From an optimization exercise on the open Yosys and OpenROAD flow, aimed at a short achievable clock period and few clock cycles per item; shortcuts taken in it are not production practice.
RTL that was checked went through simulation tests only; none was proved equivalent to the original.
For runs 2 and 3, only the layout was checked, not whether the RTL still works.

==> flow/design.v <==
module ascon_permutation #(
    parameter int unsigned MAX_ROUNDS = 12
) (
    input  logic         clk,
    input  logic         rst_n,
    input  logic         start,
    input  logic [3:0]   num_rounds,
    input  logic [319:0] state_in,
    output logic [319:0] state_out,
    output logic         busy,
    output logic         done
);
    typedef enum logic [0:0] {StIdle, StRun} fsm_e;
    localparam logic [3:0] MaxRounds = 4'(MAX_ROUNDS);
    fsm_e         fsm_q, fsm_d;
    logic [319:0] state_q, state_d;
    logic [3:0]   round_q, round_d;
    logic [3:0]   remaining_q, remaining_d;
    logic         done_q, done_d;
    logic [3:0]   n_eff;
    logic         last;
    function automatic logic [63:0] ror64(input logic [63:0] v, input int unsigned n);
        ror64 = (v >> n) | (v << (64 - n));
    endfunction
    function automatic logic [319:0] ascon_round(input logic [319:0] s, input logic [3:0] r);
        logic [63:0] x0, x1, x2, x3, x4;
        logic [63:0] t0, t1, t2, t3, t4;
        logic [7:0]  c;
        x0 = s[319:256];
        x1 = s[255:192];
        x2 = s[191:128];
        x3 = s[127:64];
        x4 = s[63:0];
        c  = {4'hF - r, r};
        x2[7:0] = x2[7:0] ^ c;
        x0 = x0 ^ x4;
        x4 = x4 ^ x3;
        x2 = x2 ^ x1;
        t0 = ~x0 & x1;
        t1 = ~x1 & x2;
        t2 = ~x2 & x3;
        t3 = ~x3 & x4;
        t4 = ~x4 & x0;
        x0 = x0 ^ t1;
        x1 = x1 ^ t2;
        x2 = x2 ^ t3;
        x3 = x3 ^ t4;
        x4 = x4 ^ t0;
        x1 = x1 ^ x0;
        x0 = x0 ^ x4;
        x3 = x3 ^ x2;
        x2 = ~x2;
        x0 = x0 ^ ror64(x0, 19) ^ ror64(x0, 28);
        x1 = x1 ^ ror64(x1, 61) ^ ror64(x1, 39);
        x2 = x2 ^ ror64(x2, 1)  ^ ror64(x2, 6);
        x3 = x3 ^ ror64(x3, 10) ^ ror64(x3, 17);
        x4 = x4 ^ ror64(x4, 7)  ^ ror64(x4, 41);
        ascon_round = {x0, x1, x2, x3, x4};
    endfunction
    assign n_eff = (num_rounds > MaxRounds) ? MaxRounds : num_rounds;
    assign last  = (remaining_q <= 4'd1);
    always_ff @(posedge clk or negedge rst_n) begin
        if (!rst_n) begin
            fsm_q       <= StIdle;
            state_q     <= '0;
            round_q     <= '0;
            remaining_q <= '0;
            done_q      <= 1'b0;
        end else begin
            fsm_q       <= fsm_d;
            state_q     <= state_d;
            round_q     <= round_d;
            remaining_q <= remaining_d;
            done_q      <= done_d;
        end
    end
    always_comb begin
        fsm_d       = fsm_q;
        state_d     = state_q;
        round_d     = round_q;
        remaining_d = remaining_q;
        done_d      = 1'b0;
        unique case (fsm_q)
            StIdle: begin
                if (start) begin
                    fsm_d       = StRun;
                    state_d     = state_in;
                    round_d     = MaxRounds - n_eff;
                    remaining_d = n_eff;
                end
            end
            StRun: begin
                if (remaining_q != 4'd0) begin
                    state_d     = ascon_round(state_q, round_q);
                    round_d     = round_q + 4'd1;
                    remaining_d = remaining_q - 4'd1;
                end
                if (last) begin
                    fsm_d  = StIdle;
                    done_d = 1'b1;
                end
            end
            default: fsm_d = StIdle;
        endcase
    end
    always_comb begin
        state_out = state_q;
        busy      = (fsm_q == StRun);
        done      = done_q;
    end
endmodule
==> flow/run.sh <==
#!/bin/bash
# synth_recipe.tcl (not shown) runs the flow's synth.tcl, then flattens the netlist and writes it again
# the make line also repeats each setting of config.mk as NAME=value (left out here)
make -C /OpenROAD-flow-scripts/flow DESIGN_CONFIG=/design/flow/config.mk WORK_HOME=/design/flow/orfs CLKGATE_MAP_FILE= SYNTH_SCRIPT=/design/flow/synth_recipe.tcl finish
==> flow/config.mk <==
export PLATFORM = sky130hd
export DESIGN_NAME = ascon_permutation
export DESIGN_NICKNAME = ascon_permutation
export VERILOG_FILES = /design/flow/design.v
export SDC_FILE = /design/flow/constraint.sdc
export NUM_CORES = 4
export LEC_CHECK = 0
export CAP_MARGIN = 20
export CORE_MARGIN = 2
export CORE_UTILIZATION = 40
export SLEW_MARGIN = 20
==> flow/constraint.sdc <==
create_clock -name core_clock -period 5.5 [get_ports {clk}]
set_input_delay 1.1000 -clock core_clock [delete_from_list [all_inputs] [get_ports {clk}]]
set_output_delay 1.1000 -clock core_clock [all_outputs]
set_load 0.01 [all_outputs]
==> flow_summary.yaml, run 1 <==
clocking:
  cts_tree: "built"
  cts_resized: 0
  post_cts_buffers: 0
  clock_path_buffers: 3
  cts_sinks: 330
  htree_levels: 2
  clk_pin_slew_ps: 60
  cts_buffers: 44
  cts-root-buf: "clkbuf_16"
  cts.hold.buffers_added: 0
  worstSkewPairLatency_ps: 600
critical_path:
  cp-start-kind: "flip-flop"
  cpMostUsedCell: "xnor2_1"
  cp_data_arrival_time_ps: 3780
  crit_slowest_cell: "xnor2_1"
  slowest_delay_ps: 940
  r2r-start: "round_q[2]"
  critPathMaxFanout: 6
  reg2reg_slack_ps: 2190
  cp.depth: 7
  r2r_end: "state_q[124]"
  critPathCaptureType: "flip-flop"
  reg2regPathDepth: 7
  criticalPathCategory: "reg2reg"
  required_ps: 5970
  worstPathCellList: "xnor2_1 -> ha_1 -> xnor2_1 -> xnor2_1 -> xnor3_1 -> nor2b_1 -> o22ai_1"
  timing.critical_path.buf_inv: 0
  path_delay_family: "XOR/XNOR gates"
yosys:
  ys_top_cells_by_area: "dfrtp_1, xnor2_1, xor2_1"
  avgSynthCellArea_sq_um: 8.586
  synth-seq-cells: 330
  synth_cell_types: 39
  synth_top_area_cell: "dfrtp_1"
  yosysSeqAreaShare_pct: 28.08
  synth_top_cell_area_share_pct: 28.08
  syn_area_sq_um: 29410
  yosysWarnings: 1
  synthCells: 3425
  syn_nets: 3884
sta:
  hold_viol: 0
  finalWorstPathRequiredPeriod_ps: 3309
  fmax_mhz: 302.2
  maxSlewHeadroom_pct: 13.75
  skew_ps: 23.33
  tns_ps: 0
  period_share_pct: 60.16
  setup_viol: 0
  maxSlewViolCount: 0
  tightest_slew_ps: 1284
  rsz0062_at_grt: "false"
floorplanning:
  ios: 649
  die-area_sq_um: 75700
  initial_utilization_pct: 40.37
  die_w_microns: 275.1
  core_sq_um: 72830
  rows: 99
  die_h_microns: 275.1
route:
  drc_errors: 0
  wl_microns: 152500
  via_per_inst: 5.681
  first_pass_iters: 5
  vias: 28590
  drtAntennaViolNets: 0
  wl_per_cell_microns: 30.30
  drt_iter0_markers: 3053
global_route:
  grt_pass1_wl_microns: 209900
  overflow: 0
  first_global_vias: 27260
  antenna_found_initial: 6
  grt_max_degree: 194
  grt_usage_pct: 39.47
place:
  place_congestion: 1.038
  dp_cells: 4949
  io_buffers: 648
  hpwl_microns: 124900
worst_hold_path:
  hold_path.class: "in2async"
finish:
  seq_area_sq_um: 8262
  final_cells: 5032
  multi_input_area_sq_um: 19900
  drive_gt1_share_pct: 4.199
  num-nets-final: 4498
  n_fill_cell: 6930
  fin_util_pct: 53.01
  syn_to_final_growth_pct: 31.31
run:
  maxCapViolCount: 0
run_status:
  status: "no timing/DRC/antenna violations"
==> flip-flops by register name, indices dropped and copies added (netlist names) <==
name / flops
done_q: 1
fsm_q: 1
remaining_q: 4
round_q: 4
state_q: 320
==> worst max path at each step <==
stage | from | slack [ps] | to
floorplan | start | 3080 | round_q[3]
global placement | start | 1760 | state_q[37]
detailed placement | start | 1680 | state_q[157]
CTS | state_q[241] | 2270 | state_q[103]
global route | state_q[241] | 2070 | state_q[103]
finish | round_q[2] | 2190 | state_q[124]
==> synthesized netlist by cell type <==
cell type and instances:
nor3b_2 1, xnor2_2 15, inv_1 179, nor2_1 137, a21oi_2 1, a21o_1 4, a21oi_4 1, a211oi_1 2
nand2_1 221, o21ai_1 1, nor3_1 3, a21oi_1 287, maj3_1 44, nor3b_1 241, nand3_1 106, o221ai_1 9
xor2_2 2, buf_2 28, nand2_2 1, buf_1 3, nand2b_1 1, mux2i_1 6, o21ai_0 370, nor2b_1 5
and2_1 1, nor2_2 1, buf_4 7, mux2_2 1, o22ai_1 5, a221o_1 2, o21a_1 2, xnor3_1 6
dfrtp_1 330, ha_1 132, clkbuf_1 112, xnor2_1 724, nand3b_1 9, or3_1 52, xor2_1 373
==> final cells by class <==
| cell class | instances | share of cell area [%] |
|---|---|---|
| Clock inverter | 19 | 0.4893 |
| Multi-Input combinational cell | 2766 | 51.54 |
| Antenna cell | 1 | 0.006481 |
| Inverter | 179 | 1.740 |
| Sequential cell | 330 | 21.40 |
| Tap cell | 959 | 3.108 |
| Clock buffer | 60 | 3.270 |
| Timing Repair Buffer | 718 | 18.45 |
==> cell usage in the layout (no fill, tap or decap), drive strengths merged, types with 3 or more instances in the layout <==
cell type,n
xnor3,6
o21ai,371
ha,132
buf,70
bufinv,3
a21o,4
inv,179
clkinvlp,3
xor2,375
nand3b,9
nor2b,5
nand3,106
or3,52
mux2i,6
o221ai,9
nor2,138
clkinv,13
maj3,44
clkdlybuf4s50,647
nor3b,242
dfrtp,330
a21oi,289
xnor2,739
nand2,222
clkbuf,61
nor3,3
o22ai,5
==> per-layer routing <==
metal | share of wire (%) | up-vias | track usage (%)
met2 | 46 | 1429 | 63.02
met4 | 5.0 | 2 | 17.04
met5 | 0.0085 | - | 0
met3 | 8.5 | 290 | 6.215
li1 | - | 12610 | -
met1 | 41 | 14250 | 52.84
==> worst reg2reg max path: stages, from the launching register on <==
cell and delay (ps):
dfrtp_1 470, xnor2_1 440, ha_1 330, xnor2_1 270, xnor2_1 940, xnor3_1 460
nor2b_1 170, o22ai_1 100
==> logic make-up after synthesis <==
group | synth area share [%]
buffers and inverters | 4.408
AO/OA/AOI/OAI | 11.93
XOR/XNOR | 34.07
flip-flops | 28.08
multiplexers | 0.2425
AND/OR/NAND/NOR | 14.15
adder cells (fa/ha/maj) | 7.114
==> through the flow <==
| stage | instance area [sq um] | hold slack, ps | setup slack, ps |
|---|---|---|---|
| floorplan | 29410 | 530.2 | 3081 |
| global placement | 37100 | 511.8 | 1756 |
| detailed placement | 37110 | 523.2 | 1684 |
| CTS | 38560 | 511.9 | 2275 |
| global route | 38610 | 531.7 | 2073 |
| finish | 38610 | 465.7 | 2191 |
Testbench counts, summed over its fixed seeds: cycles 31,358, items 3,200.
==> inputs of run 2 (changes only) <==
==> flow/design.v (replaced) <==
module ascon_permutation #(
    parameter int unsigned MAX_ROUNDS = 12
) (
    input  logic         clk,
    input  logic         rst_n,
    input  logic         start,
    input  logic [3:0]   num_rounds,
    input  logic [319:0] state_in,
    output logic [319:0] state_out,
    output logic         busy,
    output logic         done
);
    localparam int unsigned KI = 3;
    localparam int unsigned KR = 3;
    localparam int unsigned KO = 2;
    localparam logic [3:0] MaxRounds = 4'(MAX_ROUNDS);
    logic [319:0] state_q, state_d;
    logic [3:0]   round_q, round_d;
    logic [3:0]   rem_q, rem_d;
    logic         busy_q, busy_d;
    logic         done_q, done_d;
    logic         omode_q, omode_d;
    logic [3:0]   n_eff;
    logic [3:0]   r_first;
    logic [3:0]   n_first;
    logic [3:0]   n_last;
    logic [3:0]   n_mid;
    logic [3:0]   n_step;
    logic         accept;
    function automatic logic [63:0] ror64(input logic [63:0] v, input int unsigned n);
        ror64 = (v >> n) | (v << (64 - n));
    endfunction
    function automatic logic [319:0] ascon_round(input logic [319:0] s, input logic [3:0] r);
        logic [63:0] x0, x1, x2, x3, x4;
        logic [63:0] t0, t1, t2, t3, t4;
        logic [7:0]  c;
        x0 = s[319:256];
        x1 = s[255:192];
        x2 = s[191:128];
        x3 = s[127:64];
        x4 = s[63:0];
        c  = {4'hF - r, r};
        x2[7:0] = x2[7:0] ^ c;
        x0 = x0 ^ x4;
        x4 = x4 ^ x3;
        x2 = x2 ^ x1;
        t0 = ~x0 & x1;
        t1 = ~x1 & x2;
        t2 = ~x2 & x3;
        t3 = ~x3 & x4;
        t4 = ~x4 & x0;
        x0 = x0 ^ t1;
        x1 = x1 ^ t2;
        x2 = x2 ^ t3;
        x3 = x3 ^ t4;
        x4 = x4 ^ t0;
        x1 = x1 ^ x0;
        x0 = x0 ^ x4;
        x3 = x3 ^ x2;
        x2 = ~x2;
        x0 = x0 ^ ror64(x0, 19) ^ ror64(x0, 28);
        x1 = x1 ^ ror64(x1, 61) ^ ror64(x1, 39);
        x2 = x2 ^ ror64(x2, 1)  ^ ror64(x2, 6);
        x3 = x3 ^ ror64(x3, 10) ^ ror64(x3, 17);
        x4 = x4 ^ ror64(x4, 7)  ^ ror64(x4, 41);
        ascon_round = {x0, x1, x2, x3, x4};
    endfunction
    assign n_eff   = (num_rounds > MaxRounds) ? MaxRounds : num_rounds;
    assign r_first = MaxRounds - n_eff;
    assign n_last  = (n_eff > 4'(KI)) ? 4'(KO) : 4'd0;
    assign n_first = (n_eff - n_last > 4'(KI)) ? 4'(KI) : n_eff - n_last;
    assign n_mid   = n_eff - n_last - n_first;
    assign accept  = start && !busy_q;
    logic [319:0] in_tap [KI+1];
    always_comb begin
        in_tap[0] = state_in;
        for (int k = 1; k <= KI; k++)
            in_tap[k] = ascon_round(in_tap[k-1], r_first + 4'(k - 1));
    end
    logic [319:0] reg_tap [KR+1];
    always_comb begin
        reg_tap[0] = state_q;
        for (int k = 1; k <= KR; k++)
            reg_tap[k] = ascon_round(reg_tap[k-1], round_q + 4'(k - 1));
    end
    assign n_step = (rem_q > 4'(KR)) ? 4'(KR) : rem_q;
    logic [319:0] out_tap [KO+1];
    always_comb begin
        out_tap[0] = state_q;
        for (int k = 1; k <= KO; k++)
            out_tap[k] = ascon_round(out_tap[k-1], MaxRounds - 4'(KO) + 4'(k - 1));
    end
    always_ff @(posedge clk or negedge rst_n) begin
        if (!rst_n) begin
            busy_q <= 1'b0;
            done_q <= 1'b0;
        end else begin
            busy_q <= busy_d;
            done_q <= done_d;
        end
    end
    always_ff @(posedge clk) begin
        state_q <= state_d;
        round_q <= round_d;
        rem_q   <= rem_d;
        omode_q <= omode_d;
    end
    always_comb begin
        state_d = state_q;
        round_d = round_q;
        rem_d   = rem_q;
        omode_d = omode_q;
        busy_d  = 1'b0;
        done_d  = 1'b0;
        if (accept) begin
            state_d = in_tap[n_first];
            round_d = r_first + n_first;
            rem_d   = n_mid;
            omode_d = (n_last != 4'd0);
            busy_d  = (n_mid != 4'd0);
            done_d  = (n_mid == 4'd0);
        end else if (busy_q) begin
            state_d = reg_tap[n_step];
            round_d = round_q + n_step;
            rem_d   = rem_q - n_step;
            busy_d  = (rem_q > 4'(KR));
            done_d  = (rem_q <= 4'(KR));
        end
    end
    assign state_out = omode_q ? out_tap[KO] : state_q;
    assign busy      = busy_q;
    assign done      = done_q;
endmodule
==> run 2 against run 1 <==
Against the previous run: the run now fails in 5_1_grt; synthesized area increased to 4.7 times the previous value; synthesized cell count rose to 4.3 times the previous value.
==> flow_summary.yaml, run 2 <==
yosys:
  synth_top_cell_area_share_pct: 25.70
  syn_nets: 15880
  synth_cell_types: 82
  ys_top_cells_by_area: "xnor2_1, xnor3_1, xor2_1"
  syn_area_sq_um: 138500
  synthCells: 14720
  yosysWarnings: 4
  synth-seq-cells: 331
  synth_top_area_cell: "xnor2_1"
  yosysSeqAreaShare_pct: 7.170
  async_flop_share_pct: 0.6042
  synth_commonest_cells: "xnor2_1, xor2_1, nand2_1, xnor3_1, inv_1"
  avgSynthCellArea_sq_um: 9.410
  yosys.cell_count.top_type: "xnor2_1"
  synth-edff-count: 329
  ys.flop_type: "edfxtp_1"
global_route:
  grt_max_degree: 155
  grt_pass1_wl_microns: 2241000
  grt_usage_pct: 90.55
  overflow: 16370
  first_global_vias: 203400
run_status:
  status: "did not finish"
  stop_stage: "5_1_grt"
  error: "[ERROR GRT-0116] Global routing finished with congestion. Check the congestion regions in the DRC Viewer."
floorplanning:
  die_w_microns: 592.4
  ios: 649
  initial_utilization_pct: 40.09
  die_h_microns: 592.4
  rows: 216
place:
  hpwl_microns: 1213000
  io_buffers: 648
  dp_cells: 27940
  place_congestion: 1.554
clocking:
  cts_buffers: 36
  cts_sinks: 331
  htree_levels: 2
  cts-root-buf: "clkbuf_16"
  clock_path_buffers: 3
==> run 2: cell types whose count changed after synthesis, moves of 362 or more <==
cell	change
xnor2_1	+3340
xnor3_1	+1016
xor2_1	+1002
nand2_1	+879
inv_1	+773
ha_1	+703
xnor2_2	+460
nor2_1	+419
mux2i_1	+362
==> run 2: worst min path at each step <==
| stage | startpoint | endpoint | slack, ps | cells after the start |
|---|---|---|---|---|
| floorplan | rem_q[3] | busy_q | 550 | 2 |
| global placement | rem_q[3] | rem_q[3] | 600 | 2 |
| detailed placement | rem_q[3] | rem_q[3] | 610 | 2 |
| CTS | rst_n | busy_q | 620 | 1 |
==> run 2: logic make-up after synthesis <==
| logic type | after synthesis | synth area share, % |
|---|---|---|
| XOR/XNOR | 7113 | 59.48 |
| buffers and inverters | 1428 | 3.918 |
| other | 1 | 0.002708 |
| adder cells (fa/ha/maj) | 1177 | 10.04 |
| AO/OA/AOI/OAI | 2200 | 9.933 |
| flip-flops | 331 | 7.170 |
| multiplexers | 459 | 3.408 |
| AND/OR/NAND/NOR | 2007 | 6.050 |
==> run 2: metrics by stage <==
step / hold slack (ps) / worst slack, ps / setup TNS [ps] / util, % / instance area, sq um
after floorplan: 553.1 / -1127 / -226530 / - / 143100
after global placement: 599.6 / -3231 / -761210 / 66.11 / 228300
after detailed placement: 609.9 / -3218 / -781820 / 66.11 / 228300
after CTS: 621.6 / -832.4 / -361640 / 69.95 / 241600
==> run 2: repair_timing <==
item                                     CTS
pin swaps                                693
hold buffers                               0
gates cloned                               0
endpoints found under the setup margin   640
buffers inserted                         316
gates resized for setup                 1580
==> run 2: routing by layer <==
layer	track usage, %	GRT overflow
met5	38.88	15
met4	91.03	3221
met3	73.10	201
met2	112.1	12800
met1	87.97	130
==> inputs of run 3 (changes only) <==
--- a/flow/config.mk
+++ b/flow/config.mk
@@ -7,5 +7,6 @@
 export LEC_CHECK = 0
 export CAP_MARGIN = 20
 export CORE_MARGIN = 2
-export CORE_UTILIZATION = 40
+export CORE_UTILIZATION = 50
+export SETUP_SLACK_MARGIN = 1.5
 export SLEW_MARGIN = 20
==> run 3 against run 2 <==
Against the previous run: the flow again stops in 5_1_grt; synthesized cell count is the same; synthesized area is the same.
==> flow_summary.yaml, run 3 <==
yosys:
  synth_top_cell_area_share_pct: 25.70
  avgSynthCellArea_sq_um: 9.410
  ys.flop_type: "edfxtp_1"
  syn_area_sq_um: 138500
  yosys.cell_count.top_type: "xnor2_1"
  syn_nets: 15880
  synthCells: 14720
  synth-seq-cells: 331
  async_flop_share_pct: 0.6042
  synth_commonest_cells: "xnor2_1, xor2_1, nand2_1, xnor3_1, inv_1"
  synth-edff-count: 329
  ys_top_cells_by_area: "xnor2_1, xnor3_1, xor2_1"
  synth_top_area_cell: "xnor2_1"
  yosysSeqAreaShare_pct: 7.170
  synth_cell_types: 82
  yosysWarnings: 4
floorplanning:
  die_w_microns: 530.3
  rows: 193
  initial_utilization_pct: 50.17
  ios: 649
  die_h_microns: 530.3
place:
  hpwl_microns: 1118000
  io_buffers: 648
  place_congestion: 1.645
  placed_area_sq_um: 220500
clocking:
  cts_sinks: 331
  cts_buffers: 44
  clock_path_buffers: 3
  cts.hold.buffers_added: 0
  htree_levels: 2
  cts-root-buf: "clkbuf_16"
run_status:
  error: "[ERROR GRT-0116] Global routing finished with congestion. Check the congestion regions in the DRC Viewer."
  status: "did not finish"
  stop_stage: "5_1_grt"
global_route:
  grt_usage_pct: 102.4
  grt_max_degree: 159
  grt_pass1_wl_microns: 1992000
  first_global_vias: 211800
  overflow: 35640
-- run 3: through the flow --
stage	setup TNS (ps)	setup slack, ps	cells	utilization [%]
after global placement	-719100	-2960	26650	79.87
after detailed placement	-770330	-3017	26650	79.88
after floorplan	-224000	-1127	14720	-
after CTS	-331350	-771.2	27210	86.50
-- run 3: worst max-delay path by stage --
| stage | slack [ps] | end | start | cells after the start |
|---|---|---|---|---|
| after floorplan | -1130 | state_q[179] | num_rounds[3] | 31 |
| after global placement | -2960 | state_q[141] | num_rounds[3] | 29 |
| after detailed placement | -3020 | state_q[141] | num_rounds[3] | 29 |
| after CTS | -770 | state_out[193] | state_q[1] | 18 |
-- run 3: routing by layer --
layer / track usage (%) / overflow
met1: 86.69 / 235
met2: 146.5 / 29670
met3: 73.01 / 161
met4: 107.1 / 5556
met5: 50.92 / 14
-- run 3: cell families after synthesis --
kind of cell    after synthesis  synth area share, %
simple gates               2007                6.050
buf+inv                    1428                3.918
other cells                   1             0.002708
fa+ha+maj                  1177                10.04
compound gates             2200                9.933
mux                         459                3.408
xor+xnor                   7113                59.48
flops                       331                7.170
-- run 3: what timing repair did --
item / in CTS
resized for setup: 2164
cloned: 0
pin swaps: 694
endpoints found under the setup margin: 640
buffers inserted: 478
==> inputs of run 4 (changes only) <==
--- a/flow/design.v
+++ b/flow/design.v
@@ -12,7 +12,7 @@
 );
     localparam int unsigned KI = 3;
     localparam int unsigned KR = 3;
-    localparam int unsigned KO = 2;
+    localparam int unsigned KO = 1;
     localparam logic [3:0] MaxRounds = 4'(MAX_ROUNDS);
     logic [319:0] state_q, state_d;
     logic [3:0]   round_q, round_d;
@@ -33,14 +33,16 @@
     function automatic logic [319:0] ascon_round(input logic [319:0] s, input logic [3:0] r);
         logic [63:0] x0, x1, x2, x3, x4;
         logic [63:0] t0, t1, t2, t3, t4;
-        logic [7:0]  c;
+        logic [63:0] c;
+        logic [63:0] i1, i3;
+        c  = {56'd0, 4'hF - r, r};
         x0 = s[319:256];
         x1 = s[255:192];
         x2 = s[191:128];
         x3 = s[127:64];
         x4 = s[63:0];
-        c  = {4'hF - r, r};
-        x2[7:0] = x2[7:0] ^ c;
+        i1 = x1;
+        i3 = x3;
         x0 = x0 ^ x4;
         x4 = x4 ^ x3;
         x2 = x2 ^ x1;
@@ -58,6 +60,10 @@
         x0 = x0 ^ x4;
         x3 = x3 ^ x2;
         x2 = ~x2;
+        x0 = x0 ^ (c & ~i1);
+        x1 = x1 ^ (c & ~(i1 ^ i3));
+        x2 = x2 ^ c;
+        x3 = x3 ^ c;
         x0 = x0 ^ ror64(x0, 19) ^ ror64(x0, 28);
         x1 = x1 ^ ror64(x1, 61) ^ ror64(x1, 39);
         x2 = x2 ^ ror64(x2, 1)  ^ ror64(x2, 6);
@@ -76,6 +82,17 @@
         in_tap[0] = state_in;
         for (int k = 1; k <= KI; k++)
             in_tap[k] = ascon_round(in_tap[k-1], r_first + 4'(k - 1));
+    end
+    logic [319:0] in_out, reg_out;
+    always_comb begin
+        in_out = in_tap[0];
+        for (int k = 1; k < KI; k++)
+            if (n_first == 4'(k)) in_out = in_tap[k];
+        if (n_first >= 4'(KI)) in_out = in_tap[KI];
+        reg_out = reg_tap[0];
+        for (int k = 1; k < KR; k++)
+            if (n_step == 4'(k)) reg_out = reg_tap[k];
+        if (n_step >= 4'(KR)) reg_out = reg_tap[KR];
     end
     logic [319:0] reg_tap [KR+1];
     always_comb begin
@@ -113,14 +130,14 @@
         busy_d  = 1'b0;
         done_d  = 1'b0;
         if (accept) begin
-            state_d = in_tap[n_first];
+            state_d = in_out;
             round_d = r_first + n_first;
             rem_d   = n_mid;
             omode_d = (n_last != 4'd0);
             busy_d  = (n_mid != 4'd0);
             done_d  = (n_mid == 4'd0);
         end else if (busy_q) begin
-            state_d = reg_tap[n_step];
+            state_d = reg_out;
             round_d = round_q + n_step;
             rem_d   = rem_q - n_step;
             busy_d  = (rem_q > 4'(KR));
==> flow/flow/run.sh (new file) <==
#!/bin/bash
# Layout flow: the standard layout (standard.sh) with two changes:
#  * Yosys's half/full adder extraction is off (ADDER_MAP_FILE empty): the
#    design has no arithmetic, and extracted half adders only slow the
#    XOR/AND logic of the rounds. Registers are as in the standard synthesis.
#  * every input and output port still gets its buffer, but a plain buf_4
#    rather than the slow delay cell the default choice lands on.
set -uo pipefail
export ADDER_MAP_FILE=
export BUFFER_PORTS_ARGS="-buffer_cell sky130_fd_sc_hd__buf_4"
bash standard.sh finish > standard_flow.log 2>&1
status=$?
tail -n 40 standard_flow.log
exit $status
==> flow/standard.sh (new file) <==
#!/bin/bash
# synth_recipe.tcl (not shown) runs the flow's synth.tcl, then flattens the netlist and writes it again
# the make line also repeats each setting of config.mk as NAME=value (left out here)
make -C /OpenROAD-flow-scripts/flow DESIGN_CONFIG=/design/flow/config.mk WORK_HOME=/design/flow/orfs CLKGATE_MAP_FILE= SYNTH_SCRIPT=/design/flow/synth_recipe.tcl "${@:-finish}"
--- a/flow/config.mk
+++ b/flow/config.mk
@@ -7,6 +7,6 @@
 export LEC_CHECK = 0
 export CAP_MARGIN = 20
 export CORE_MARGIN = 2
-export CORE_UTILIZATION = 50
-export SETUP_SLACK_MARGIN = 1.5
+export CORE_UTILIZATION = 30
+export SETUP_SLACK_MARGIN = 0.2
 export SLEW_MARGIN = 20
removed: flow/run.sh
==> run 4 against run 3 <==
Against the previous run: the flow again stops in 5_1_grt; synthesized area shrank 7.5%; synthesized cell count shrank 3.6%.
==> flow_summary.yaml, run 4 <==
run_status:
  status: "did not finish"
  stop_stage: "5_1_grt"
  error: "[ERROR GRT-0116] Global routing finished with congestion. Check the congestion regions in the DRC Viewer."
global_route:
  grt_pass1_wl_microns: 2188000
  first_global_vias: 189200
  grt_usage_pct: 71.50
  grt_max_degree: 118
  overflow: 5699
place:
  io_buffers: 648
  placed_area_sq_um: 203900
  hpwl_microns: 1153000
  place_congestion: 1.335
clocking:
  cts-root-buf: "clkbuf_16"
  clock_path_buffers: 3
  cts_sinks: 331
  cts_buffers: 47
  htree_levels: 2
yosys:
  synth-seq-cells: 331
  syn_area_sq_um: 128100
  synth-edff-count: 329
  yosysWarnings: 4
  syn_nets: 14510
  yosysSeqAreaShare_pct: 7.749
  async_flop_share_pct: 0.6042
  ys_top_cells_by_area: "xnor2_1, xnor3_1, xor2_1"
  synth_commonest_cells: "xnor2_1, xor2_1, nor2_1, xnor3_1, nand2_1"
  synth_top_area_cell: "xnor2_1"
  synth_top_cell_area_share_pct: 23.63
  synth_cell_types: 90
  yosys.cell_count.top_type: "xnor2_1"
  ys.flop_type: "edfxtp_1"
  avgSynthCellArea_sq_um: 9.036
  synthCells: 14180
floorplanning:
  initial_utilization_pct: 30.05
  rows: 240
  ios: 649
  die_h_microns: 657.5
  die_w_microns: 657.5
run 4: per-stage QoR:
stage | util (%) | instances | setup WS [ps]
2_1_floorplan | - | 14180 | -1570
3_3_place_gp | 47.81 | 27130 | -1877
3_5_place_dp | 47.81 | 27130 | -1876
4_1_cts | 50.47 | 27540 | -102.6
run 4: worst min-delay path by stage:
stage | startpoint | endpoint | cells past startpoint
after CTS | rst_n | busy_q | 1
after detailed placement | rem_q[3] | rem_q[3] | 2
after global placement | rem_q[3] | rem_q[3] | 2
after floorplan | rem_q[3] | rem_q[3] | 2
run 4: logic make-up after synthesis:
kind of cell | Yosys count | synth area share (%)
AO/OA/AOI/OAI | 2472 | 11.84
XOR/XNOR | 6291 | 59.12
adder cells (fa/ha/maj) | 17 | 0.1328
buffers and inverters | 850 | 2.697
flip-flops | 331 | 7.749
multiplexers | 745 | 5.965
AND/OR/NAND/NOR | 3474 | 12.49
run 4: what timing repair did:
action,in CTS
setup endpoints to repair,320
hold buffers,0
gates resized for setup,1255
pin swaps,420
buffers inserted,321
run 4: routing by layer:
layer,track usage [%],overflow
met1,75.07,57
met2,83.94,3609
met3,58.28,86
met4,67.57,1930
met5,23.18,17
Testbench counts of run 4, summed over its fixed seeds: cycles 9,721, items 3,200.
==> inputs of run 5 (changes only) <==
--- a/flow/design.v
+++ b/flow/design.v
@@ -10,7 +10,7 @@
     output logic         busy,
     output logic         done
 );
-    localparam int unsigned KI = 3;
+    localparam int unsigned KI = 2;
     localparam int unsigned KR = 3;
     localparam int unsigned KO = 1;
     localparam logic [3:0] MaxRounds = 4'(MAX_ROUNDS);
@@ -74,7 +74,7 @@
     assign n_eff   = (num_rounds > MaxRounds) ? MaxRounds : num_rounds;
     assign r_first = MaxRounds - n_eff;
     assign n_last  = (n_eff > 4'(KI)) ? 4'(KO) : 4'd0;
-    assign n_first = (n_eff - n_last > 4'(KI)) ? 4'(KI) : n_eff - n_last;
+    assign n_first = (n_eff > 4'(KI)) ? 4'((n_eff - n_last) % KR) : n_eff;
     assign n_mid   = n_eff - n_last - n_first;
     assign accept  = start && !busy_q;
     logic [319:0] in_tap [KI+1];
@@ -89,10 +89,7 @@
         for (int k = 1; k < KI; k++)
             if (n_first == 4'(k)) in_out = in_tap[k];
         if (n_first >= 4'(KI)) in_out = in_tap[KI];
-        reg_out = reg_tap[0];
-        for (int k = 1; k < KR; k++)
-            if (n_step == 4'(k)) reg_out = reg_tap[k];
-        if (n_step >= 4'(KR)) reg_out = reg_tap[KR];
+        reg_out = reg_tap[KR];
     end
     logic [319:0] reg_tap [KR+1];
     always_comb begin
@@ -100,7 +97,7 @@
         for (int k = 1; k <= KR; k++)
             reg_tap[k] = ascon_round(reg_tap[k-1], round_q + 4'(k - 1));
     end
-    assign n_step = (rem_q > 4'(KR)) ? 4'(KR) : rem_q;
+    assign n_step = 4'(KR);
     logic [319:0] out_tap [KO+1];
     always_comb begin
         out_tap[0] = state_q;
--- a/flow/config.mk
+++ b/flow/config.mk
@@ -7,6 +7,6 @@
 export LEC_CHECK = 0
 export CAP_MARGIN = 20
 export CORE_MARGIN = 2
-export CORE_UTILIZATION = 30
-export SETUP_SLACK_MARGIN = 0.2
+export CORE_UTILIZATION = 25
+export SETUP_SLACK_MARGIN = 0.5
 export SLEW_MARGIN = 20
==> run 5 against run 4 <==
Against the previous run: the run now finishes clean; synthesized area is 22% lower; synthesized cell count down 18%.
==> flow_summary.yaml, run 5 <==
run_status:
  status: "no timing/DRC/antenna violations"
critical_path:
  crit_start: "state_q[115]"
  critPathCaptureType: "flip-flop"
  criticalPathCategory: "reg2reg"
  cp_data_arrival_time_ps: 5840
  reg2reg_slack_ps: 110
  critPathMaxFanout: 7
  required_ps: 5950
  r2r_end: "state_q[194]"
  endpoint: "state_q[194]"
  cp-start-kind: "flip-flop"
  r2r-start: "state_q[115]"
  reg2regPathDepth: 20
clocking:
  cts_buffers: 50
  clock_path_buffers: 3
  cts-root-buf: "clkbuf_16"
  cts_tree: "built"
  cts.hold.buffers_added: 0
  worstSkewPairLatency_ps: 800
  htree_levels: 2
  cts_sinks: 331
  clk_pin_slew_ps: 60
yosys:
  synth_commonest_cells: "xnor2_1, xor2_1, nor2_1, nand2_1, o21ai_0"
  async_flop_share_pct: 0.6042
  yosys.cell_count.top_type: "xnor2_1"
  yosysWarnings: 4
  synthCells: 11690
  synth-seq-cells: 331
  yosysSeqAreaShare_pct: 9.934
  syn_nets: 12010
  synth-edff-count: 329
  synth_top_area_cell: "xnor2_1"
  avgSynthCellArea_sq_um: 8.554
  ys_top_cells_by_area: "xnor2_1, xor2_1, edfxtp_1"
  ys.flop_type: "edfxtp_1"
  syn_area_sq_um: 99960
  synth_top_cell_area_share_pct: 31.19
  synth_cell_types: 75
floorplanning:
  initial_utilization_pct: 25.08
  die-area_sq_um: 404900
  rows: 232
  die_h_microns: 636.3
  ios: 649
  die_w_microns: 636.3
  core_sq_um: 398600
sta:
  rsz0062_at_grt: "true"
  tns_ps: 0
  maxSlewViolCount: 0
  setup_viol: 0
  finalWorstPathRequiredPeriod_ps: 5392
  fmax_mhz: 185.5
  skew_ps: 73.01
  hold_viol: 0
  period_share_pct: 98.03
  maxSlewHeadroom_pct: 10.57
  tightest_slew_ps: 1332
place:
  hpwl_microns: 832000
  place_congestion: 1.191
  io_buffers: 648
route:
  via_per_inst: 5.517
  first_pass_iters: 8
  wl_microns: 962500
  vias: 120300
  drtAntennaViolNets: 0
  wl_per_cell_microns: 44.13
  drc_errors: 0
  drt_iter0_markers: 21150
global_route:
  antenna_found_initial: 86
  grt_usage_pct: 45.86
  first_global_vias: 106800
  overflow: 0
  grt_pass1_wl_microns: 1199000
  grt_max_degree: 129
finish:
  layout_common_cells: "buf_4, xnor2_1, xor2_1"
  top_register: "state_q"
  layout_commonest_cell: "buf_4"
  reg_top3: "state_q: 320 flops, rem_q: 4 flops, round_q: 4 flops"
  drive_gt1_share_pct: 40.66
  num-nets-final: 16770
  largest_reg_flops: 320
  syn_to_final_growth_pct: 59.15
run:
  maxCapViolCount: 0
worst_hold_path:
  hold_path.class: "in2async"
==> run 5: cell types whose count changed after synthesis, moves of 100 or more <==
cell	change
o21ai_1	+106
nor2_1	-279
xor3_1	-164
a221oi_1	-100
mux2i_1	-238
clkbuf_1	-119
xnor3_1	-730
xnor2_2	+130
xnor2_1	+103
a21oi_1	-250
==> run 5: repair_timing <==
item                       in CTS  in global routing
pin swaps                     250                224
gates resized for setup       628                432
setup endpoints to repair     322                317
setup buffers                 259                153
==> run 5: worst min path at each step <==
stage / endpoint / slack (ps) / from / cells after the start
after CTS: busy_q / 140 / rst_n / 1
after global placement: busy_q / 560 / rem_q[3] / 2
after global routing: done_q / 160 / rst_n / 1
after floorplan: busy_q / 520 / rem_q[3] / 2
after detailed placement: busy_q / 570 / rem_q[3] / 2
final: busy_q / 150 / rst_n / 1
==> run 5: cells by family (layout without fill, tap and decap cells) <==
logic type / after synthesis / in the layout / synth area share (%)
AO/OA/AOI/OAI: 1649 / 1649 / 9.357
XOR/XNOR: 5701 / 5701 / 59.65
adder cells (fa/ha/maj): 22 / 22 / 0.2203
buffers and inverters: 605 / 5407 / 2.487
flip-flops: 331 / 331 / 9.934
multiplexers: 501 / 501 / 5.200
other: 0 / 56 / 0
AND/OR/NAND/NOR: 2877 / 2877 / 13.15
==> run 5: metal layers <==
metal / global-route usage, % / wire length [microns] / up-vias
li1: - / - / 48230
met1: 52.48 / 336000 / 58260
met2: 63.18 / 372000 / 10590
met3: 16.43 / 120300 / 3225
met4: 49.31 / 133900 / 28
met5: 0.1891 / 336 / -
==> run 5: critical path, stage by stage (launching register included) <==
cell	delay [ps]
edfxtp_1	580
nor2b_1	130
nor3_1	250
xor2_1	240
buf_6	210
xnor3_1	460
buf_4	180
nor2b_1	120
a22oi_1	280
xnor2_1	220
buf_4	250
buf_4	170
xnor3_2	340
buf_4	180
o31a_1	280
xnor2_1	130
buf_4	180
xor2_1	170
xnor2_2	410
buf_4	190
o21ai_1	70
==> run 5: area by class of cell <==
class,instances,area (sq um)
timing repair buffer,5253,46970
tap,5265,6588
fill,40610,239500
clock inverter,33,345.3
inverter,61,236.5
clock buffer,60,1310
antenna,56,140.1
multi-input combinational,10750,93560
sequential,331,9930
==> run 5: through the flow <==
stage | setup slack [ps] | instance area [sq um] | util (%) | cells | hold WS, ps
2_1_floorplan | 945.0 | 99960 | - | 11690 | 515.6
3_3_place_gp | -1561 | 147500 | 37.02 | 21240 | 559.5
3_5_place_dp | -633.7 | 147600 | 37.04 | 21250 | 574.6
4_1_cts | 338.6 | 155100 | 38.92 | 21600 | 140.4
5_1_grt | 123.1 | 159000 | 39.89 | 21770 | 162.3
6_report | 108.4 | 159100 | 39.91 | 21810 | 150.1
Testbench counts of run 5, summed over its fixed seeds: cycles 9,721, items 3,200.
==> inputs of run 6 (changes only) <==
--- a/flow/config.mk
+++ b/flow/config.mk
@@ -8,5 +8,6 @@
 export CAP_MARGIN = 20
 export CORE_MARGIN = 2
 export CORE_UTILIZATION = 25
-export SETUP_SLACK_MARGIN = 0.5
+export PLACE_DENSITY = 0.7
+export SETUP_SLACK_MARGIN = 0.9
 export SLEW_MARGIN = 20
==> run 6 against run 5 <==
Against the previous run: now fails the layout checks on setup timing; via count about the same; sequential cell count unchanged; critical path depth is 4 higher; die area unchanged; cell area rose by 4.9%; global-route usage up 6.6 points; first-iteration DRC count decreased by 15%; clock skew decreased by 18 ps; critical path type unchanged.
==> flow_summary.yaml, run 6 <==
run_status:
  status: "complete, but fails checks"
  violations: "setup timing"
yosys:
  yosys.cell_count.top_type: "xnor2_1"
  avgSynthCellArea_sq_um: 8.554
  syn_area_sq_um: 99960
  async_flop_share_pct: 0.6042
  synth_top_area_cell: "xnor2_1"
  ys.flop_type: "edfxtp_1"
  ys_top_cells_by_area: "xnor2_1, xor2_1, edfxtp_1"
  yosysWarnings: 4
  syn_nets: 12010
  synth-seq-cells: 331
  synth-edff-count: 329
  synth_commonest_cells: "xnor2_1, xor2_1, nor2_1, nand2_1, o21ai_0"
  yosysSeqAreaShare_pct: 9.934
  synthCells: 11690
  synth_cell_types: 75
  synth_top_cell_area_share_pct: 31.19
sta:
  setup_viol: 3
  maxSlewHeadroom_pct: 9.684
  hold_viol: 0
  rsz0062_at_grt: "true"
  tightest_slew_ps: 1355
  period_share_pct: 102.5
  maxSlewViolCount: 0
  fmax_mhz: 177.4
  fin_ws_ps: -135.7
  skew_ps: 54.60
  finalWorstPathRequiredPeriod_ps: 5636
run:
  maxCapViolCount: 0
critical_path:
  critPathCaptureType: "flip-flop"
  criticalPathCategory: "reg2reg"
  critPathMaxFanout: 4
  required_ps: 5970
  cp-start-kind: "flip-flop"
  cp_data_arrival_time_ps: 6110
route:
  first_pass_iters: 8
  via_per_inst: 5.368
  drt_iter0_markers: 18010
  wl_per_cell_microns: 48.87
  vias: 120200
  wl_microns: 1094000
  drc_errors: 0
  drtAntennaViolNets: 0
finish:
  multi_input_area_sq_um: 94230
  n_fill_cell: 40360
  reg_top3: "state_q: 320 flops, rem_q: 4 flops, round_q: 4 flops"
  final_area_sq_um: 166900
  drive_gt1_share_pct: 43.18
  num-nets-final: 17360
  seq_area_sq_um: 9930
  top_register: "state_q"
  layout_commonest_cell: "buf_4"
  largest_reg_flops: 320
  layout_common_cells: "buf_4, xnor2_1, xor2_1"
  final_cells: 22400
  syn_to_final_growth_pct: 66.92
clocking:
  cts_buffers: 51
  htree_levels: 2
  cts-root-buf: "clkbuf_16"
  worstSkewPairLatency_ps: 780
  cts_tree: "built"
  clk_pin_slew_ps: 70
  clock_path_buffers: 3
  cts.hold.buffers_added: 0
  cts_sinks: 331
floorplanning:
  core_sq_um: 398600
  ios: 649
  die_w_microns: 636.3
  die_h_microns: 636.3
  rows: 232
  initial_utilization_pct: 25.08
  die-area_sq_um: 404900
place:
  io_buffers: 648
  dp_cells: 21970
  place_congestion: 1.193
  hpwl_microns: 963700
  placed_area_sq_um: 157300
global_route:
  grt_max_degree: 117
  first_global_vias: 110800
  antenna_found_initial: 90
  overflow: 0
  grt_usage_pct: 52.41
  grt_pass1_wl_microns: 1346000
worst_hold_path:
  hold_path.class: "in2async"
## run 6: cell count changes in the layout (fill, tap and decap cells not counted), moves of 25 or more
cell,change
xnor3_2,-26
xor2_2,+25
xor2_1,-31
buf_12,+214
xnor2_1,-76
xnor3_1,+25
buf_4,+393
xnor2_2,+85
## run 6: critical path, stage by stage, from the launching register on
cell and delay [ps]:
edfxtp_1 750, buf_12 310, buf_8 130, xor2_1 150, o21ai_1 170, xor2_1 240
clkbuf_16 230, buf_12 130, buf_4 100, xnor2_1 120, xnor2_1 190, nand2_1 100
xnor2_1 140, buf_4 180, buf_4 170, xnor2_2 160, xnor2_2 220, buf_4 160
xor2_1 150, buf_4 440, xor2_1 150, buf_4 180, xnor2_1 380, buf_4 190
a21oi_1 60
## run 6: final timing paths
kind / startpoint / end / slack (ps) / cells past startpoint
min in group core_clock: busy_q / done_q / 580 / 1
max in group asynchronous: rst_n / busy_q / 5300 / 1
hold / removal: rst_n / done_q / 110 / 1
setup reg to reg: state_q[305] / state_q[6] / -140 / 24
setup / recovery: state_q[305] / state_q[6] / -140 / 24
hold reg to reg: busy_q / done_q / 580 / 1
## run 6: repair_timing
item,in CTS,in global routing
pin swaps,152,205
endpoints found under the setup margin,409,389
resized for setup,483,460
setup buffers,120,152
## run 6: metrics by stage
stage / utilization (%) / setup WS, ps / setup TNS, ps / hold slack, ps
after detailed placement: 39.46 / -726.6 / -34760 / 567.6
after CTS: 40.87 / 211.6 / 0 / 104.2
after global placement: 39.45 / -1063 / -46280 / 545.9
after global routing: 41.84 / -222.9 / -646.4 / 109.7
after floorplan: - / 945.0 / 0 / 515.6
final: 41.86 / -135.7 / -205.3 / 114.2
## run 6: logic make-up (layout without fill, tap and decap cells)
family	Yosys count	count (layout)	share of synthesized area, %
buffers and inverters	605	5996	2.487
adder cells (fa/ha/maj)	22	22	0.2203
flip-flops	331	331	9.934
AO/OA/AOI/OAI	1649	1649	9.357
multiplexers	501	501	5.200
other	0	56	0
XOR/XNOR	5701	5701	59.65
AND/OR/NAND/NOR	2877	2877	13.15
## run 6: layout make-up
cell class,instances,share of cell area [%]
sequential,331,5.951
clock inverter,43,0.3367
tap,5265,3.948
clock buffer,52,0.7799
inverter,61,0.1417
antenna,56,0.08399
multi-input combinational,10750,56.48
timing repair buffer,5840,32.28
## run 6: layer usage
metal | GRT usage, % | wire (microns) | up-vias
met3 | 12.05 | 91900 | 3077
met2 | 77.46 | 454500 | 8559
met4 | 63.50 | 167500 | 12
met1 | 57.29 | 380500 | 59200
met5 | 0.03545 | 73 | -
li1 | - | - | 49390
==> inputs of run 7 (changes only) <==
--- a/flow/config.mk
+++ b/flow/config.mk
@@ -7,7 +7,7 @@
 export LEC_CHECK = 0
 export CAP_MARGIN = 20
 export CORE_MARGIN = 2
-export CORE_UTILIZATION = 25
-export PLACE_DENSITY = 0.7
-export SETUP_SLACK_MARGIN = 0.9
+export CORE_UTILIZATION = 30
+export PLACE_DENSITY = 0.6
+export SETUP_SLACK_MARGIN = 0.7
 export SLEW_MARGIN = 20
==> run 7 against run 6 <==
Against the previous run: the run now fails in 5_1_grt; synthesized area unchanged; synthesized cell count unchanged.
==> flow_summary.yaml, run 7 <==
yosys:
  avgSynthCellArea_sq_um: 8.554
  synth-edff-count: 329
  yosys.cell_count.top_type: "xnor2_1"
  ys_top_cells_by_area: "xnor2_1, xor2_1, edfxtp_1"
  synth_cell_types: 75
  yosysWarnings: 4
  synth-seq-cells: 331
  synth_commonest_cells: "xnor2_1, xor2_1, nor2_1, nand2_1, o21ai_0"
  yosysSeqAreaShare_pct: 9.934
  synth_top_cell_area_share_pct: 31.19
  syn_nets: 12010
  syn_area_sq_um: 99960
  synth_top_area_cell: "xnor2_1"
  ys.flop_type: "edfxtp_1"
  synthCells: 11690
  async_flop_share_pct: 0.6042
clocking:
  cts_buffers: 47
  htree_levels: 2
  cts.hold.buffers_added: 0
  clock_path_buffers: 3
  cts-root-buf: "clkbuf_16"
  cts_sinks: 331
floorplanning:
  rows: 211
  die_w_microns: 581.2
  initial_utilization_pct: 30.19
  die_h_microns: 581.2
  ios: 649
run_status:
  error: "[ERROR GRT-0116] Global routing finished with congestion. Check the congestion regions in the DRC Viewer."
  status: "did not finish"
  stop_stage: "5_1_grt"
place:
  io_buffers: 648
  hpwl_microns: 897000
  place_congestion: 1.225
global_route:
  grt_usage_pct: 70.64
  overflow: 1077
  first_global_vias: 130900
  grt_max_degree: 121
  grt_pass1_wl_microns: 1619000
-- run 7: cell counts after synthesis --
Identical to the previous run, type by type.
-- run 7: layer usage --
metal	GRT usage, %	overflow
met3	47.06	14
met5	10.15	3
met1	76.99	0
met2	86.99	614
met4	70.57	446
-- run 7: cells by family after synthesis --
logic type / synth area share, %
flops: 9.934
mux: 5.200
simple gates: 13.15
fa+ha+maj: 0.2203
buf+inv: 2.487
xor+xnor: 59.65
compound gates: 9.357
-- run 7: per-stage QoR --
stage          worst slack [ps]  instances  hold WS, ps  cell area [sq um]  setup TNS (ps)
2_1_floorplan             945.0      11690        515.6              99960               0
3_3_place_gp             -884.3      20370        550.8             148000          -46600
3_5_place_dp             -833.6      20370        575.5             148100          -37720
4_1_cts                   334.8      20680        144.8             154500               0
-- run 7: how the worst min path moves through the flow --
| stage | from | end |
|---|---|---|
| after detailed placement | rem_q[3] | busy_q |
| after floorplan | rem_q[3] | busy_q |
| after CTS | rst_n | done_q |
| after global placement | rem_q[3] | busy_q |
-- run 7: what timing repair did --
action / in CTS
endpoints found under the setup margin: 339
pin swaps: 165
gates resized for setup: 509
setup buffers: 224
==> inputs of run 8 (changes only) <==
--- a/flow/design.v
+++ b/flow/design.v
@@ -14,7 +14,8 @@
     localparam int unsigned KR = 3;
     localparam int unsigned KO = 1;
     localparam logic [3:0] MaxRounds = 4'(MAX_ROUNDS);
-    logic [319:0] state_q, state_d;
+    logic [319:0] state_q, state_d;    
+    logic [319:0] res_q;               
     logic [3:0]   round_q, round_d;
     logic [3:0]   rem_q, rem_d;
     logic         busy_q, busy_d;
@@ -100,7 +101,7 @@
     assign n_step = 4'(KR);
     logic [319:0] out_tap [KO+1];
     always_comb begin
-        out_tap[0] = state_q;
+        out_tap[0] = res_q;
         for (int k = 1; k <= KO; k++)
             out_tap[k] = ascon_round(out_tap[k-1], MaxRounds - 4'(KO) + 4'(k - 1));
     end
@@ -115,12 +116,13 @@
     end
     always_ff @(posedge clk) begin
         state_q <= state_d;
+        if (done_d) res_q <= state_d;
         round_q <= round_d;
         rem_q   <= rem_d;
         omode_q <= omode_d;
     end
     always_comb begin
-        state_d = state_q;
+        state_d = reg_out;
         round_d = round_q;
         rem_d   = rem_q;
         omode_d = omode_q;
@@ -134,14 +136,13 @@
             busy_d  = (n_mid != 4'd0);
             done_d  = (n_mid == 4'd0);
         end else if (busy_q) begin
-            state_d = reg_out;
             round_d = round_q + n_step;
             rem_d   = rem_q - n_step;
             busy_d  = (rem_q > 4'(KR));
             done_d  = (rem_q <= 4'(KR));
         end
     end
-    assign state_out = omode_q ? out_tap[KO] : state_q;
+    assign state_out = omode_q ? out_tap[KO] : res_q;
     assign busy      = busy_q;
     assign done      = done_q;
 endmodule
--- a/flow/config.mk
+++ b/flow/config.mk
@@ -7,7 +7,6 @@
 export LEC_CHECK = 0
 export CAP_MARGIN = 20
 export CORE_MARGIN = 2
-export CORE_UTILIZATION = 30
-export PLACE_DENSITY = 0.6
+export CORE_UTILIZATION = 24
 export SETUP_SLACK_MARGIN = 0.7
 export SLEW_MARGIN = 20
==> run 8 against run 7 <==
Against the previous run: the layout now fails its checks (setup timing); synthesized cell count is 17% higher; synthesized area is 16% higher.
==> flow_summary.yaml, run 8 <==
sta:
  finalWorstPathRequiredPeriod_ps: 5611
  maxSlewViolCount: 0
  hold_viol: 0
  period_share_pct: 102.0
  fin_ws_ps: -110.6
  tightest_slew_ps: 1406
  maxSlewHeadroom_pct: 5.800
  setup_viol: 23
  whs_ps: 132.0
  tns_ps: -771.3
  rsz0062_at_grt: "true"
  fmax_mhz: 178.2
  skew_ps: 85.34
clocking:
  htree_levels: 3
  clk_pin_slew_ps: 70
  cts_tree: "built"
  cts.hold.buffers_added: 0
  worstSkewPairLatency_ps: 750
  cts-root-buf: "clkbuf_16"
  cts_buffers: 75
  clock_path_buffers: 3
  cts_sinks: 651
place:
  hpwl_microns: 1059000
  io_buffers: 648
  place_congestion: 1.150
  dp_cells: 24680
yosys:
  yosysWarnings: 4
  syn_area_sq_um: 115800
  yosys.area_share.adder_pct: 0.2161
  synth_commonest_cells: "xnor2_1, xor2_1, nor2_1, nand2_1, o21ai_0"
  ys.flop_type: "edfxtp_1"
  synth-edff-count: 329
  ys_top_cells_by_area: "xnor2_1, xor2_1, edfxtp_1"
  async_flop_share_pct: 0.3072
  avgSynthCellArea_sq_um: 8.463
  synth_top_cell_area_share_pct: 33.62
  yosys.cell_count.top_type: "xnor2_1"
  syn_nets: 14010
  synth_cell_types: 64
  synth-simple-area-share_pct: 13.51
  synthCells: 13680
  synth_xor_area_share_pct: 57.24
  synth-seq-cells: 651
  yosysSeqAreaShare_pct: 14.11
  synth_top_family_by_area: "XOR/XNOR gates"
  synth_top_area_cell: "xnor2_1"
  synthMuxAreaShare_pct: 4.209
  synth_compound_area_share_pct: 8.627
global_route:
  first_global_vias: 120700
  grt_max_degree: 135
  grt_pass1_wl_microns: 1437000
  overflow: 0
  grt_usage_pct: 46.48
  antenna_found_initial: 96
floorplanning:
  die-area_sq_um: 488100
  core_sq_um: 481500
  ios: 649
  die_w_microns: 698.6
  rows: 255
  initial_utilization_pct: 24.05
  die_h_microns: 698.6
route:
  drc_errors: 0
  wl_per_cell_microns: 47.06
  wl_microns: 1179000
  via_per_inst: 5.280
  first_pass_iters: 8
  drt_iter0_markers: 19260
  vias: 132300
  drtAntennaViolNets: 0
critical_path:
  required_ps: 6010
  r2r-start: "state_q[128]"
  cp_data_arrival_time_ps: 6120
  cp-start-kind: "flip-flop"
  criticalPathCategory: "reg2reg"
  critPathMaxFanout: 4
  crit_start: "state_q[128]"
  critPathCaptureType: "flip-flop"
finish:
  layout_commonest_cell: "buf_4"
  reg_top3: "res_q: 320 flops, state_q: 320 flops"
  fin_util_pct: 37.34
  final_cells: 25060
  drive_gt1_share_pct: 35.84
  syn_to_final_growth_pct: 55.24
  layout_common_cells: "buf_4, xnor2_1, xor2_1"
  num-nets-final: 18810
run_status:
  status: "complete, but fails checks"
  violations: "setup timing"
run:
  maxCapViolCount: 0
worst_hold_path:
  hold_path.class: "in2async"
-- run 8: layer usage --
metal	GRT usage (%)	routed length, microns	vias to the layer above	share of wire, %
met4	53.00	170200	26	14
met2	66.87	473100	9579	40
li1	-	-	54550	-
met3	10.94	108300	3139	9.2
met1	53.29	427300	65030	36
met5	0.08824	290	-	0.025
-- run 8: worst paths after layout --
path | to | slack, ps | cells past startpoint
max | res_q[242] | -110 | 22
min | done_q | 130 | 1
max reg2reg | res_q[242] | -110 | 22
min reg2reg | busy_q | 610 | 2
max in group asynchronous | busy_q | 5280 | 1
min in group core_clock | busy_q | 610 | 2
-- run 8: cells by family after synthesis --
kind of cell,Yosys count
flip-flops,651
XOR/XNOR,6682
AND/OR/NAND/NOR,3412
buffers and inverters,636
multiplexers,474
adder cells (fa/ha/maj),25
AO/OA/AOI/OAI,1804
-- run 8: critical path: stages, from the launching register on --
cell and delay (ps):
dfxtp_1 330, buf_12 130, xnor3_1 360, mux2i_4 230, xor2_4 560, buf_12 190, buf_12 100, xor3_2 340
buf_6 160, xnor2_1 140, xnor2_1 350, buf_4 200, xnor3_1 250, buf_6 170, nor3b_2 170, a21oi_2 60
xnor2_2 300, buf_4 200, xnor2_1 100, xnor2_2 440, buf_4 220, o21ai_4 140, buf_6 180
-- run 8: timing repair --
action                     4_1_cts  5_1_grt
pin swaps                      139      165
resized for setup              541      511
setup endpoints to repair      655      663
setup buffers                   69       83
-- run 8: area by class of cell --
| type | count | area [sq um] |
|---|---|---|
| clock inverters | 47 | 653.1 |
| inverters | 75 | 289.0 |
| flip-flops and latches | 651 | 16410 |
| diodes | 89 | 222.7 |
| fillers | 49870 | 301700 |
| repair buffers | 5284 | 47900 |
| well taps | 6425 | 8039 |
| clock buffers | 92 | 2041 |
| multi-input cells | 12400 | 104200 |
-- run 8: metrics by stage --
step | area, sq um | setup WS [ps]
after global placement | 169900 | -1918
after global routing | 179600 | -24.71
after floorplan | 115800 | 769.6
after detailed placement | 170000 | -1384
after CTS | 176000 | 91.20
final | 179800 | -110.6
Testbench counts of run 8, summed over its fixed seeds: cycles 9,721, items 3,200.

-- what the ideal ports hide --
The results above use ideal ports. As a check the final layouts listed here were re-extracted and re-timed, cells and wires unchanged. Step 1: set_driving_cell puts a clkbuf_16 on clk and a buf_2 on each other input, an assumption about the parent block. Step 2, shift: input delay + t, output delay - t, t = (earliest + latest rising clock arrival at the registers) / 2. This alone moves slack from input paths to output paths. a / b / c = no drivers / after step 1 / after step 2; a / b = the first two.
run | t (ns) | setup slack, ns | worst setup path at the end | worst data-port slew with drivers (ns)
run 1 | 0.654 | 2.191 / 2.191 / 1.722 | input to register | 0.07
run 5 | 0.839 | 0.108 / 0.108 / -0.618 | input to register | 0.20
run 6 | 0.856 | -0.136 / -0.136 / -0.617 | input to register | 0.28
run 8 | 0.803 | -0.111 / -0.111 / -0.745 | input to register | 0.12
With both steps, setup timing fails in run 5, where it was met with ideal ports. For run 5, which loses most, drivers alone change the setup slack by 0.000 ns; drivers and shift together by -0.726 ns.
